This is an optimization exercise on Yosys and OpenROAD, whose aim is a short achievable clock period and few clock cycles, not a production implementation. At most, simulation tests tie the RTL to the original design; equivalence was not proved. Power and IR drop assume default switching activity.

==> inputs of job 9171 <==
Design mips_core, start of the top module:
module mips_core #(
    parameter mips_pkg::word_t RESET_PC = 32'h0000_3000
) (
    input  logic       clk,
    input  logic       arst_n,
    output mips_pkg::word_t      i_inst_addr,
    input  mips_pkg::word_t      i_inst_rdata,
    output mips_pkg::word_t      m_data_addr,
    input  mips_pkg::word_t      m_data_rdata,
    output mips_pkg::word_t      m_data_wdata,
    output logic [3:0] m_data_byteen,
    output logic       w_grf_we,
    output mips_pkg::reg_addr_t  w_grf_addr,
    output mips_pkg::word_t      w_grf_wdata,
    output mips_pkg::word_t      w_inst_addr
);
make LEC_CHECK=0 CAP_MARGIN=20 CORE_MARGIN=2 CORE_UTILIZATION=25 PLACE_DENSITY=0.45 SETUP_SLACK_MARGIN=5 SLEW_MARGIN=20 SYNTH_HIERARCHICAL=1 SYNTH_MINIMUM_KEEP_SIZE=0 finish   # period 8.0 ns
run.sh (not shown) runs the stock make flow with config.mk's settings and CLKGATE_MAP_FILE= SYNTH_SCRIPT=/design/flow/synth_recipe.tcl, a recipe that flattens the netlist after the stock synthesis.
==> inputs of job 4183, as changes to job 9171 <==
--- a/flow/design.v
+++ b/flow/design.v
@@ -111,71 +111,58 @@
 );
     assign pa_n = ~(({32{sel[0]}} & sum) | ({32{sel[1]}} & diff) | {31'd0, sel[4] & lt});
     assign pb_n = ~(({32{sel[2]}} & and_y) | ({32{sel[3]}} & or_y));
 endmodule
 module mips_opmux_side (
     input  mips_pkg::word_t w1,
     input  mips_pkg::word_t w2,
-    input  mips_pkg::word_t w3_n,
-    input  logic [2:0]      sel,    
-    output mips_pkg::word_t side_n
+    input  logic [1:0]      sel,    
+    output mips_pkg::word_t pc_n
 );
-    assign side_n = ~(({32{sel[0]}} & w1) | ({32{sel[1]}} & w2) | ({32{sel[2]}} & ~w3_n));
+    assign pc_n = ~(({32{sel[0]}} & w1) | ({32{sel[1]}} & w2));
 endmodule
 module mips_opmux_fin (
     input  mips_pkg::word_t pa_n,
     input  mips_pkg::word_t pb_n,
-    input  mips_pkg::word_t side_n,
+    input  mips_pkg::word_t pc_n,
+    input  mips_pkg::word_t rd_n,
+    input  logic            sel_rf_n,
     output mips_pkg::word_t y
 );
-    assign y = ~(pa_n & pb_n & side_n);
+    assign y = ~(pa_n & pb_n & pc_n & ({32{sel_rf_n}} | rd_n));
 endmodule
 module mips_opmux (
     input  mips_pkg::word_t sum,
     input  mips_pkg::word_t diff,
     input  mips_pkg::word_t and_y,
     input  mips_pkg::word_t or_y,
     input  logic            lt,
     input  mips_pkg::word_t w1,
     input  mips_pkg::word_t w2,
     input  mips_pkg::word_t w3_n,
     input  logic [7:0]      sel,    
     output mips_pkg::word_t y
 );
-    mips_pkg::word_t pa_n, pb_n, side_n;
+    mips_pkg::word_t pa_n, pb_n, pc_n;
     mips_opmux_alu u_alu (
         .sum (sum), .diff (diff), .and_y (and_y), .or_y (or_y), .lt (lt),
         .sel (sel[4:0]), .pa_n (pa_n), .pb_n (pb_n)
     );
-    mips_opmux_side u_side (
-        .w1 (w1), .w2 (w2), .w3_n (w3_n), .sel (sel[7:5]), .side_n (side_n)
+    mips_opmux_side u_side (.w1 (w1), .w2 (w2), .sel (sel[6:5]), .pc_n (pc_n));
+    mips_opmux_fin u_fin (
+        .pa_n (pa_n), .pb_n (pb_n), .pc_n (pc_n), .rd_n (w3_n), .sel_rf_n (~sel[7]), .y (y)
     );
-    mips_opmux_fin u_fin (.pa_n (pa_n), .pb_n (pb_n), .side_n (side_n), .y (y));
-endmodule
-module mips_cmp (
-    input  mips_pkg::word_t a,
-    input  mips_pkg::word_t t,
-    input  mips_pkg::word_t ld,
-    input  logic            a_ld,
-    input  logic            t_ld,
-    output logic            eq
-);
-    logic eq_at, eq_lt, eq_al;
-    assign eq_at = (a == t);
-    assign eq_lt = (ld == t);
-    assign eq_al = (a == ld);
-    assign eq = a_ld ? (t_ld | eq_lt) : (t_ld ? eq_al : eq_at);
 endmodule
 `default_nettype wire
 `timescale 1ns/1ps
 `default_nettype none
 module mips_decoder (
     input  mips_pkg::word_t     instr,
-    output logic                alu_a,     
-    output logic                alu_t,     
+    output logic                hold_a,    
+    output logic                hold_t,    
     output logic                a_zero,    
     output logic                b_imm,     
     output logic                we,        
     output mips_pkg::reg_addr_t dest,
     output logic                is_load,
     output logic                is_store,
     output logic                is_beq,
@@ -212,16 +199,16 @@
     assign lui    = (op == mips_pkg::OP_LUI);
     assign lw     = (op == mips_pkg::OP_LW);
     assign sw     = (op == mips_pkg::OP_SW);
     assign beq    = (op == mips_pkg::OP_BEQ);
     assign bne    = (op == mips_pkg::OP_BNE);
     assign j      = (op == mips_pkg::OP_J);
     assign jal    = (op == mips_pkg::OP_JAL);
-    assign alu_a    = r_alu | addiu | ori | lw | sw;
-    assign alu_t    = r_alu;
+    assign hold_a   = ~(j | jal | lui | jr);
+    assign hold_t   = r_type | beq | bne;
     assign a_zero   = lui | jal;
     assign b_imm    = addiu | ori | lui | lw | sw | jal;
     assign is_load  = lw;
     assign is_store = sw;
     assign is_beq   = beq;
     assign is_bne   = bne;
     assign is_jr    = jr;
@@ -242,33 +229,68 @@
 `timescale 1ns/1ps
 `default_nettype none
 module mips_rf_dec (
     input  mips_pkg::reg_addr_t ra,
     input  logic [31:1]         valid,
     output logic [31:1]         sel
 );
+    logic [3:0] hi;
+    logic [7:0] lo;
     always_comb begin
-        for (int i = 1; i < 32; i++) begin
-            sel[i] = (ra == i[4:0]) && valid[i];
+        for (int i = 0; i < 4; i++) hi[i] = (ra[4:3] == i[1:0]);
+        for (int i = 0; i < 8; i++) lo[i] = (ra[2:0] == i[2:0]);
+        for (int i = 1; i < 32; i++) sel[i] = hi[i >> 3] & lo[i & 7] & valid[i];
+    end
+endmodule
+module mips_rf_l1 (
+    input  logic [32*32-1:0] regs,    
+    input  logic [31:0]      sel,
+    output logic [16*32-1:0] g_n
+);
+    always_comb begin
+        for (int k = 0; k < 16; k++) begin
+            g_n[k*32 +: 32] = ~(({32{sel[2*k]}}   & regs[(2*k)*32   +: 32])
+                              | ({32{sel[2*k+1]}} & regs[(2*k+1)*32 +: 32]));
         end
     end
 endmodule
+module mips_rf_nand2 #(
+    parameter int N = 16
+) (
+    input  logic [N*32-1:0]   a_n,
+    output logic [N/2*32-1:0] y
+);
+    always_comb begin
+        for (int k = 0; k < N/2; k++) y[k*32 +: 32] = ~(a_n[(2*k)*32 +: 32] & a_n[(2*k+1)*32 +: 32]);
+    end
+endmodule
+module mips_rf_nor2 #(
+    parameter int N = 8
+) (
+    input  logic [N*32-1:0]   a,
+    output logic [N/2*32-1:0] y_n
+);
+    always_comb begin
+        for (int k = 0; k < N/2; k++) y_n[k*32 +: 32] = ~(a[(2*k)*32 +: 32] | a[(2*k+1)*32 +: 32]);
+    end
+endmodule
 module mips_rf_mux (
     input  logic [31*32-1:0] regs,
     input  logic [31:1]      sel,
     output mips_pkg::word_t  rd_n
 );
-    mips_pkg::word_t rd;
-    always_comb begin
-        rd = '0;
-        for (int i = 1; i < 32; i++) begin
-            rd = rd | ({32{sel[i]}} & regs[(i-1)*32 +: 32]);
-        end
-    end
-    assign rd_n = ~rd;
+    logic [16*32-1:0] g_n;
+    logic [8*32-1:0]  h2;
+    logic [4*32-1:0]  h3_n;
+    logic [2*32-1:0]  h4;
+    mips_rf_l1 u_l1 (.regs({regs, 32'd0}), .sel({sel, 1'b0}), .g_n(g_n));
+    mips_rf_nand2 #(.N(16)) u_l2 (.a_n(g_n), .y(h2));
+    mips_rf_nor2  #(.N(8))  u_l3 (.a(h2), .y_n(h3_n));
+    mips_rf_nand2 #(.N(4))  u_l4 (.a_n(h3_n), .y(h4));
+    mips_rf_nor2  #(.N(2))  u_l5 (.a(h4), .y_n(rd_n));
 endmodule
 module mips_regfile (
     input  logic                clk,
     input  logic                arst_n,
     input  mips_pkg::reg_addr_t ra1,
     input  mips_pkg::reg_addr_t ra2,
     input  logic                we,
@@ -303,16 +325,16 @@
 endmodule
 `default_nettype wire
 `timescale 1ns/1ps
 `default_nettype none
 module mips_hazard_unit (
     input  mips_pkg::reg_addr_t f_rs,
     input  mips_pkg::reg_addr_t f_rt,
-    input  logic                f_alu_a,
-    input  logic                f_alu_t,
+    input  logic                f_hold_a,
+    input  logic                f_hold_t,
     input  mips_pkg::reg_addr_t x_dest,
     input  logic                x_we,
     input  logic                x_load,
     input  mips_pkg::reg_addr_t m_dest,
     input  logic                m_we,
     output logic                stall,
     output logic                a_x,      
@@ -327,15 +349,15 @@
     assign hit_t_x = x_we && (x_dest == f_rt);
     assign a_x  = hit_a_x;
     assign t_x  = hit_t_x;
     assign a_m  = m_we && (m_dest == f_rs);
     assign t_m  = m_we && (m_dest == f_rt);
     assign a_ld = hit_a_x && x_load;
     assign t_ld = hit_t_x && x_load;
-    assign stall = (a_ld && f_alu_a) || (t_ld && f_alu_t);
+    assign stall = (a_ld && f_hold_a) || (t_ld && f_hold_t);
 endmodule
 `default_nettype wire
 `timescale 1ns/1ps
 `default_nettype none
 module mips_core #(
     parameter mips_pkg::word_t RESET_PC = 32'h0000_3000
 ) (
@@ -357,38 +379,41 @@
     mips_pkg::word_t     f_pc;
     mips_pkg::word_t     f_pc4;
     mips_pkg::word_t     f_pc8;
     mips_pkg::word_t     f_instr;
     mips_pkg::word_t     f_rf1_n;
     mips_pkg::word_t     f_rf2_n;
     mips_pkg::word_t     f_imm;
-    logic                f_alu_a, f_alu_t, f_a_zero, f_b_imm, f_we;
+    logic                f_hold_a, f_hold_t, f_a_zero, f_b_imm, f_we;
     mips_pkg::reg_addr_t f_dest;
     logic                f_load, f_store, f_beq, f_bne, f_jr, f_j, f_jal, f_lui, f_ori;
     logic                f_add, f_sub, f_and, f_or, f_slt;
     logic                f_stall;
     logic                f_a_x, f_a_m, f_a_ld, f_t_x, f_t_m, f_t_ld;
     logic [4:0]          x_ops;
-    logic [7:0]          f_sel_a, f_sel_t, f_sel_b;
-    mips_pkg::word_t     f_opa, f_opb, f_opt;
+    logic [7:0]          f_sel_a, f_sel_b;
+    mips_pkg::word_t     f_opa, f_opb;
     mips_pkg::word_t     f_npc;
     mips_pkg::word_t     x_pc;
-    mips_pkg::word_t     x_opa, x_opb, x_opt;
+    mips_pkg::word_t     x_opa, x_opb;
+    mips_pkg::word_t     x_rt_rf;
+    logic                x_sd_x, x_sd_m;
+    mips_pkg::word_t     x_sd;
     mips_pkg::word_t     x_pc4;
     mips_pkg::word_t     x_off;
     mips_pkg::word_t     x_jt;
     mips_pkg::word_t     x_btgt;
-    logic                x_a_ld, x_t_ld;
+    logic                x_a_ld;
     logic                x_we;
     mips_pkg::reg_addr_t x_dest;
     logic                x_load, x_store, x_beq, x_bne, x_jr, x_j;
     logic                x_add, x_sub, x_and, x_or, x_slt;
     mips_pkg::word_t     x_sum, x_diff, x_and_y, x_or_y, x_y;
     logic                x_lt;
-    mips_pkg::word_t     x_cmp_a, x_cmp_t;
+    mips_pkg::word_t     x_cmp_a;
     logic                x_eq, x_redirect;
     mips_pkg::word_t     x_npc;
     mips_pkg::word_t     m_pc;
     mips_pkg::word_t     m_res;
     mips_pkg::word_t     m_addr;
     mips_pkg::word_t     m_wdata;
     logic                m_we;
@@ -403,16 +428,16 @@
     assign i_inst_addr = f_pc_out ^ RESET_PC;
     assign f_pc        = ~f_pc_in ^ RESET_PC;
     assign f_instr     = i_inst_rdata;
     assign f_pc4       = f_pc + 32'd4;
     assign f_pc8       = f_pc + 32'd8;
     mips_decoder u_decoder (
         .instr    (f_instr),
-        .alu_a    (f_alu_a),
-        .alu_t    (f_alu_t),
+        .hold_a   (f_hold_a),
+        .hold_t   (f_hold_t),
         .a_zero   (f_a_zero),
         .b_imm    (f_b_imm),
         .we       (f_we),
         .dest     (f_dest),
         .is_load  (f_load),
         .is_store (f_store),
         .is_beq   (f_beq),
@@ -438,16 +463,16 @@
         .wd     (m_wd),
         .rd1_n  (f_rf1_n),
         .rd2_n  (f_rf2_n)
     );
     mips_hazard_unit u_hazard (
         .f_rs    (f_instr[25:21]),
         .f_rt    (f_instr[20:16]),
-        .f_alu_a (f_alu_a),
-        .f_alu_t (f_alu_t),
+        .f_hold_a (f_hold_a),
+        .f_hold_t (f_hold_t),
         .x_dest  (x_dest),
         .x_we    (x_we),
         .x_load  (x_load),
         .m_dest  (m_dest),
         .m_we    (m_we),
         .stall   (f_stall),
         .a_x     (f_a_x),
@@ -464,26 +489,22 @@
         else            f_imm = {{16{f_instr[15]}}, f_instr[15:0]};
     end
     assign x_ops = {x_slt, x_or, x_and, x_sub, x_add};
     assign f_sel_a = f_a_zero ? 8'd0
                    : f_a_x    ? {3'b000, x_ops}
                    : f_a_m    ? 8'b00100000
                    :            8'b10000000;
-    assign f_sel_t = f_t_x    ? {3'b000, x_ops}
+    assign f_sel_b = f_b_imm  ? 8'b01000000
+                   : f_t_x    ? {3'b000, x_ops}
                    : f_t_m    ? 8'b00100000
                    :            8'b10000000;
-    assign f_sel_b = f_b_imm  ? 8'b01000000 : f_sel_t;
     mips_opmux u_opa (
         .sum (x_sum), .diff (x_diff), .and_y (x_and_y), .or_y (x_or_y), .lt (x_lt),
         .w1 (m_wd), .w2 ('0), .w3_n (f_rf1_n), .sel (f_sel_a), .y (f_opa)
     );
-    mips_opmux u_opt (
-        .sum (x_sum), .diff (x_diff), .and_y (x_and_y), .or_y (x_or_y), .lt (x_lt),
-        .w1 (m_wd), .w2 ('0), .w3_n (f_rf2_n), .sel (f_sel_t), .y (f_opt)
-    );
     mips_opmux u_opb (
         .sum (x_sum), .diff (x_diff), .and_y (x_and_y), .or_y (x_or_y), .lt (x_lt),
         .w1 (m_wd), .w2 (f_imm), .w3_n (f_rf2_n), .sel (f_sel_b), .y (f_opb)
     );
     always_ff @(posedge clk or negedge arst_n) begin
         if (!arst_n) begin
             x_we    <= 1'b0;
@@ -504,20 +525,21 @@
         end
     end
     always_ff @(posedge clk) begin
         x_dest <= f_dest;
         x_pc   <= f_pc;
         x_opa  <= f_opa;
         x_opb  <= f_opb;
-        x_opt  <= f_opt;
+        x_rt_rf <= ~f_rf2_n;
+        x_sd_x  <= f_t_x;
+        x_sd_m  <= f_t_m;
         x_pc4  <= f_pc4;
         x_off  <= {{14{f_instr[15]}}, f_instr[15:0], 2'b00};
         x_jt   <= {f_pc4[31:28], f_instr[25:0], 2'b00};
         x_a_ld <= f_a_ld;
-        x_t_ld <= f_t_ld;
         x_add  <= f_add;
         x_sub  <= f_sub;
         x_and  <= f_and;
         x_or   <= f_or;
         x_slt  <= f_slt;
     end
     mips_alu u_alu (
@@ -530,27 +552,27 @@
         .lt    (x_lt)
     );
     mips_opmux u_res (
         .sum (x_sum), .diff (x_diff), .and_y (x_and_y), .or_y (x_or_y), .lt (x_lt),
         .w1 ('0), .w2 ('0), .w3_n ('1), .sel ({3'b000, x_ops}), .y (x_y)
     );
     assign x_cmp_a = x_a_ld ? m_data_rdata : x_opa;
-    assign x_cmp_t = x_t_ld ? m_data_rdata : x_opt;
-    mips_cmp u_cmp (
-        .a    (x_opa),
-        .t    (x_opt),
-        .ld   (m_data_rdata),
-        .a_ld (x_a_ld),
-        .t_ld (x_t_ld),
-        .eq   (x_eq)
-    );
+    assign x_eq    = (x_opa == x_opb);
+    assign x_sd = x_sd_x ? m_wd : x_sd_m ? w_res : x_rt_rf;
     mips_ks_add #(.SUB(1'b0)) u_btgt (.a(x_pc4), .b(x_off), .y(x_btgt));
     assign x_redirect = x_j | x_jr | (x_eq ? x_beq : x_bne);
     assign x_npc      = x_jr ? x_cmp_a : x_j ? x_jt : x_btgt;
-    assign f_npc = x_redirect ? x_npc : f_stall ? f_pc : f_pc4;
+    mips_npc u_npc (
+        .redirect (x_redirect),
+        .tgt      (x_npc),
+        .stall    (f_stall),
+        .pc       (f_pc),
+        .pc4      (f_pc4),
+        .npc      (f_npc)
+    );
     always_ff @(posedge clk or negedge arst_n) begin
         if (!arst_n) begin
             f_pc_out <= '0;
             f_pc_in  <= '1;
         end else begin
             f_pc_out <= f_npc ^ RESET_PC;
             f_pc_in  <= ~(f_npc ^ RESET_PC);
@@ -568,15 +590,15 @@
         end
     end
     always_ff @(posedge clk) begin
         m_dest  <= x_dest;
         m_pc    <= x_pc;
         m_res   <= x_y;
         m_addr  <= x_sum;
-        m_wdata <= x_cmp_t;
+        m_wdata <= x_sd;
     end
     assign m_data_addr   = m_addr;
     assign m_data_wdata  = m_wdata;
     assign m_data_byteen = {4{m_store}};
     assign m_wd = m_load ? m_data_rdata : m_res;
     always_ff @(posedge clk or negedge arst_n) begin
         if (!arst_n) begin
@@ -591,8 +613,18 @@
         w_res  <= m_wd;
     end
     assign w_grf_we    = w_we;
     assign w_grf_addr  = w_dest;
     assign w_grf_wdata = w_res;
     assign w_inst_addr = w_pc;
 endmodule
+module mips_npc (
+    input  logic            redirect,
+    input  mips_pkg::word_t tgt,
+    input  logic            stall,
+    input  mips_pkg::word_t pc,
+    input  mips_pkg::word_t pc4,
+    output mips_pkg::word_t npc
+);
+    assign npc = stall ? pc : (redirect ? tgt : pc4);
+endmodule
 `default_nettype wire
- CORE_UTILIZATION: 25 -> 40
- PLACE_DENSITY: 0.45 -> 0.55
==> qor summary <==
Outcome: job 4183 complete, no violations; job 9171 complete, no violations
CP Data Required Time: job 4183 8.77 ns; job 9171 8.68 ns
Area used by multi-input combinational logic: job 4183 28600 sq um; job 9171 30800 sq um
Total inserted antenna cells: job 4183 7; job 9171 17
Total die area: job 4183 178000 sq um; job 9171 286000 sq um
Tap cell count: job 4183 2325; job 9171 3724
Commonest non-fill, non-tap cell in the layout: job 4183 sky130_fd_sc_hd__a22oi_1; job 9171 sky130_fd_sc_hd__edfxtp_1
Met2 wirelength from detailed routing: job 4183 137 mm; job 9171 161 mm
Vias in the first global route: job 4183 54777; job 9171 57403
Number of standard cells in the layout, taps in and fillers out: job 4183 9198; job 9171 10356
Power attributed to combinational cells: job 4183 4280 uW; job 9171 5060 uW
Horizontal die dimension: job 4183 422 um; job 9171 535 um
Layout Cell Area excl Fill: job 4183 81800 sq um; job 9171 89800 sq um
Register Area: job 4183 40600 sq um; job 9171 40500 sq um
Min-Delay Startpoint: job 4183 m_pc[2]; job 9171 m_pc[23]
Final Total Pwr: job 4183 21500 uW; job 9171 23200 uW
Critical R2R Launch: job 4183 x_opb[20]; job 9171 u_regfile.valid[2]
Total leakage power: job 4183 0.0302 uW; job 9171 0.0314 uW
Skew-Pair Late Insertion Delay: job 4183 0.86 ns; job 9171 0.88 ns
Overall routing resource usage: job 4183 0.322; job 9171 0.246
Testbench counts of job 9171, summed over its fixed seeds: cycles 44,340.
No functional check of the RTL was part of job 4183.

## port drivers added, routing unchanged
How much do the figures lean on ideal ports? The routed layouts below were timed once more, with nothing changed but the port constraints.
Step 1: set_driving_cell puts a clkbuf_16 on clk and a buf_2 on each other input, an assumption about the parent block.
Step 2 adds t to the input delays and takes it off the output delays; t is the mean of the earliest and latest rising clock arrival at the registers after step 1. Input paths then give back, and output paths get back, about the clock's delay inside the block.
a / b / c = ideal / step 1 / step 2; a / b = the first two.
| run | shift t [ns] | setup WS [ns] | worst register clock-pin slew, ns |
|---|---|---|---|
| job 9171 | 0.939 | 4.275 / 4.213 / 3.274 | 0.07 / 0.07 |
| job 4183 | 0.921 | 4.976 / 4.908 / 4.078 | 0.06 / 0.06 |
After both steps every run listed still meets setup and hold. The setup slack of job 9171, which loses most, moves by -0.062 ns with the drivers and by -1.001 ns with both steps.
